Source: an optimization exercise on an open RTL-to-GDS flow (aim: small area). Production flows keep margins and buffers that such runs may drop. RTL that was checked went through simulation tests only; none was proved equivalent to the original. No activity file was given, so power comes from the tool's default toggle rates.

==> flow/design.v (excerpt) <==
module dpd_output_stage (
  input  logic               clk,
  input  logic               rst_n,
  input  logic               ENABLE,
  input  logic               valid_in,
  input  logic signed [15:0] y_in_re,
  input  logic signed [15:0] y_in_im,
  input  logic signed [15:0] gain,
  input  logic               clr_status,
  input  logic               dac_ready,
  output logic               dac_valid,
  output logic signed [15:0] dac_re,
  output logic signed [15:0] dac_im,
  output logic               fifo_full,
  output logic               fifo_empty,
  output logic [4:0]         fifo_level,
  output logic               overflow,
  output logic [15:0]        sat_count
);
Size: ~2300 cells after synthesis, about 620 flip-flops, roughly 110 I/O pins, roughly 32000 sq um of cells after synthesis.
clock: 7.5 ns
lec_check: 0
cap_margin: 20
core_margin: 2
core_utilization: 40
cts_cluster_diameter: 150
cts_cluster_size: 20
slew_margin: 20
synth_hierarchical: 1
run.sh (not shown) runs the stock make flow with config.mk's settings and CLKGATE_MAP_FILE= SYNTH_SCRIPT=/design/flow/synth_recipe.tcl, a recipe that flattens the netlist after the stock synthesis.
Rerun with:
CTS_CLUSTER_SIZE = 25   (was 20)
Setup slack barely changes.
Synthesized area is unchanged.
Fmax barely changes.
Global-route usage drops by 0.12 points.
Rerun with:
==> flow/flow/run.sh (new file) <==
#!/bin/bash
# Standard layout, with the port buffers made from the smallest buffer cell.
set -e
export BUFFER_PORTS_ARGS="-buffer_cell sky130_fd_sc_hd__buf_1"
bash standard.sh > standard.log 2>&1
==> flow/standard.sh (new file) <==
#!/bin/bash
# synth_recipe.tcl (not shown) runs the flow's synth.tcl, then flattens the netlist and writes it again
# the make line also repeats each setting of config.mk as NAME=value (left out here)
make -C /OpenROAD-flow-scripts/flow DESIGN_CONFIG=/design/flow/config.mk WORK_HOME=/design/flow/orfs CLKGATE_MAP_FILE= SYNTH_SCRIPT=/design/flow/synth_recipe.tcl "${@:-finish}"
removed: flow/run.sh
After rerunning:
- utilization falls by 0.99 points
- power drops slightly
- first-iteration DRC count climbs by a few percent
- register-to-register slack gets better by 0.03 ns
- worst hold slack got worse by 0.029 ns
- non-clock buffer count fell by 2

* * *

lane 1:
dpd_output_stage, a different RTL version from the one above (not shown whole).
Size: ~2300 cells after synthesis, roughly 33000 µm² of cells after synthesis.
Settings: LEC_CHECK=0, CAP_MARGIN=20, CORE_MARGIN=2, CORE_UTILIZATION=40, CTS_CLUSTER_DIAMETER=150, CTS_CLUSTER_SIZE=30, SLEW_MARGIN=20, SYNTH_HIERARCHICAL=1; clock period 7.5 ns.
Stock flow here: none of the scripts above is used.
#### Input delta (lane 2 over lane 1)
Settings: CTS_CLUSTER_SIZE removed (was 30); CTS_CLUSTER_DIAMETER removed (was 150).
Results
Lane 2 against lane 1: total power went up, minimum clock period after layout increased by 0.048 ns relative to the old numbers, simple logic cell fraction of the synthesized area now sits at about the same level, layout filler cell count decreased by 143 relative to the old numbers. Lane 2 -> lane 1: number of distinct library cells after synthesis flat. Design area: lane 2 worse than lane 1. Taking lane 1 as the reference, in lane 2 worst hold slack now sits lower; fmax went down. Compare lane 1 and lane 2 | fraction of area in clock buffers and inverters lower: lane 1.
Function was not checked in any run of this note: the RTL went through the layout flow alone.

* * *

Another version of the RTL of dpd_output_stage (not shown whole).
Size: roughly 2200 cells after synthesis, roughly 620 flip-flops, roughly 110 I/O pins, ~0.032 mm² of cells after synthesis.
Settings: LEC_CHECK=0, CAP_MARGIN=20, CORE_MARGIN=2, CORE_UTILIZATION=40, CTS_BUF_LIST=sky130_fd_sc_hd__clkbuf_8, CTS_CLUSTER_DIAMETER=100, CTS_CLUSTER_SIZE=16, SLEW_MARGIN=20, SYNTH_HIERARCHICAL=1; clock period 7.5 ns.
standard.sh (not shown) runs the stock make flow with config.mk's settings and CLKGATE_MAP_FILE= SYNTH_SCRIPT=/design/flow/synth_recipe.tcl, a recipe that flattens the netlist after the stock synthesis.
==> flow/flow/run.sh <==
#!/bin/bash
# Standard layout, with the port buffers made from the smallest buffer cell.
set -e
export BUFFER_PORTS_ARGS="-buffer_cell sky130_fd_sc_hd__buf_1"
bash standard.sh > standard.log 2>&1
Rerun with:
- CORE_UTILIZATION: 40 -> 60
- CTS_BUF_LIST: sky130_fd_sc_hd__clkbuf_8 -> unset
- CTS_CLUSTER_DIAMETER: 100 -> 150
- CTS_CLUSTER_SIZE: 16 -> 25
- non-clock buffer count rises by 5
- final cell count falls by 11%
- count of clock-buffer cells in the layout rises by 4
- via count falls by about 0.56%
Rerun with:
==> flow/flow/run.sh (replaced) <==
#!/bin/bash
# Standard layout, with the port buffers made from the smallest buffer cell
# and, after global routing, non-critical gates downsized (power recovery).
set -e
export BUFFER_PORTS_ARGS="-buffer_cell sky130_fd_sc_hd__buf_1"
export RECOVER_POWER=100
bash standard.sh > standard.log 2>&1
- CORE_UTILIZATION: 60 -> 40
- CTS_BUF_LIST: unset -> sky130_fd_sc_hd__clkbuf_8
- CTS_CLUSTER_DIAMETER: 150 -> 100
- CTS_CLUSTER_SIZE: 25 -> 16
Result: The new run completed, yet does not pass: capacitance limit, slew limit; register-to-register slack degrades by 0.17 ns; via count rose by 1.1%; global-route usage fell by 8.2 points; worst setup slack degrades by 0.17 ns; area after synthesis does not change; routed wire length rose by 6.5%; count of clock-buffer cells in the layout fell by 4; synthesized cell count does not change; maximum frequency fell by 2.5%.
Rerun with:
==> flow/flow/run.sh (replaced) <==
#!/bin/bash
# Standard layout, with the port buffers made from the smallest buffer cell.
set -e
export BUFFER_PORTS_ARGS="-buffer_cell sky130_fd_sc_hd__buf_1"
bash standard.sh > standard.log 2>&1
- CTS_BUF_LIST: sky130_fd_sc_hd__clkbuf_8 -> unset
- CTS_CLUSTER_DIAMETER: 100 -> 150
- CTS_CLUSTER_SIZE: 16 -> 25
Result:
- The changed run finished with timing, DRC and antenna clean
- setup slack is better by 0.091 ns
- wire length goes down by 0.81%
- total power goes up by 1.9%
- area after synthesis does not change
- critical path depth is unchanged
- utilization goes up by 0.25 points
- clock skew goes up by 0.0080 ns
- non-clock buffer count stays the same
- design area goes up by 0.58%
- register-to-register slack is better by 0.09 ns
- combinational power goes up by about 2%

* * *

Setup of 10-07:
Another version of the RTL of dpd_output_stage (not shown whole).
For scale: ~2,200 cells after synthesis, ~620 flip-flops, roughly 110 I/O pins, ~0.032 mm2 of cells after synthesis.
Design dpd_output_stage, start of the top module:
module dpd_output_stage (
  input  logic               clk,
  input  logic               rst_n,
  input  logic               ENABLE,
  input  logic               valid_in,
  input  logic signed [15:0] y_in_re,
  input  logic signed [15:0] y_in_im,
  input  logic signed [15:0] gain,
  input  logic               clr_status,
  input  logic               dac_ready,
  output logic               dac_valid,
  output logic signed [15:0] dac_re,
  output logic signed [15:0] dac_im,
  output logic               fifo_full,
  output logic               fifo_empty,
  output logic [4:0]         fifo_level,
  output logic               overflow,
  output logic [15:0]        sat_count
);
clock: 7.5 ns
lec_check: 0
cap_margin: 20
core_margin: 2
core_utilization: 40
cts_buf_list: sky130_fd_sc_hd__clkbuf_8
cts_cluster_diameter: 100
cts_cluster_size: 16
slew_margin: 20
synth_hierarchical: 1
==> flow/flow/run.sh <==
#!/bin/bash
# Standard layout, with the port buffers made from the smallest buffer cell
# and a clock tree of clkbuf_8 cells without dummy loads.
set -e
export BUFFER_PORTS_ARGS="-buffer_cell sky130_fd_sc_hd__buf_1"
export CTS_ARGS="-sink_clustering_enable -repair_clock_nets -sink_clustering_size 16 -sink_clustering_max_diameter 100 -buf_list sky130_fd_sc_hd__clkbuf_8 -dont_use_dummy_load"
bash standard.sh > standard.log 2>&1
Looking at the reports, 10-07 completed the entire flow and the layout it produced met the timing, design-rule and antenna checks.
Input changes introduced in 10-06 (baseline for comparison: 10-07):
==> flow/flow/run.sh <==
#!/bin/bash
# Standard layout, with the port buffers made from the smallest buffer cell.
set -e
export BUFFER_PORTS_ARGS="-buffer_cell sky130_fd_sc_hd__buf_1"
bash standard.sh > standard.log 2>&1
--- outcome ---
10-06: full flow OK, the timing, design-rule and antenna checks passed. Compare 10-06 and 10-07 | fraction of standard cell area that is sequential higher: 10-07. Diff 10-06..10-07 | maximum number of buffers from clock root to sink | unchanged. Between 10-06 and 10-07, the global-route usage does not differ in any meaningful way.

==> port drivers added, routing unchanged <==
How much do the figures lean on ideal ports? The routed layouts below were timed once more, with nothing changed but the port constraints.
Step 1 assumes that a clkbuf_16 drives the clock port and a buf_2 every other input.
Step 2, shift: input delay + t, output delay - t, t = (earliest + latest rising clock arrival at the registers) / 2. This alone moves slack from input paths to output paths.
Slacks: no drivers / after step 1 / after step 2; pairs: no drivers / after step 1.
run | t, ns | setup WS [ns] | worst register clock-pin slew, ns | worst slew at a driven data input, ns | pins driven straight from the clock port
the first run of note 1 | 0.651 | 0.849 / 0.849 / 0.849 | 0.09 / 0.09 | 0.05 | 1
the second run of note 1 | 0.702 | 0.848 / 0.848 / 0.848 | 0.10 / 0.10 | 0.05 | 1
the third run of note 1 | 0.702 | 0.873 / 0.873 / 0.873 | 0.10 / 0.10 | 0.05 | 1
lane 1 | 0.655 | 0.570 / 0.570 / 0.570 | 0.12 / 0.12 | 0.05 | 1
lane 2 | 0.658 | 0.522 / 0.522 / 0.522 | 0.06 / 0.06 | 0.05 | 1
the first run of note 3 | 0.715 | 0.687 / 0.687 / 0.687 | 0.10 / 0.10 | 0.04 | 1
the second run of note 3 | 0.692 | 0.777 / 0.777 / 0.777 | 0.10 / 0.10 | 0.06 | 1
the third run of note 3 | 0.718 | 0.606 / 0.606 / 0.244 | 0.10 / 0.10 | 0.04 | 1
the fourth run of note 3 | 0.669 | 0.698 / 0.698 / 0.698 | 0.10 / 0.10 | 0.04 | 1
10-07 | 0.675 | 0.447 / 0.447 / 0.447 | 0.11 / 0.11 | 0.06 | 1
10-06 | 0.721 | 0.524 / 0.524 / 0.524 | 0.11 / 0.11 | 0.06 | 1
The setup slack of the third run of note 3, which loses most, moves by 0.000 ns with the drivers and by -0.362 ns with both steps.
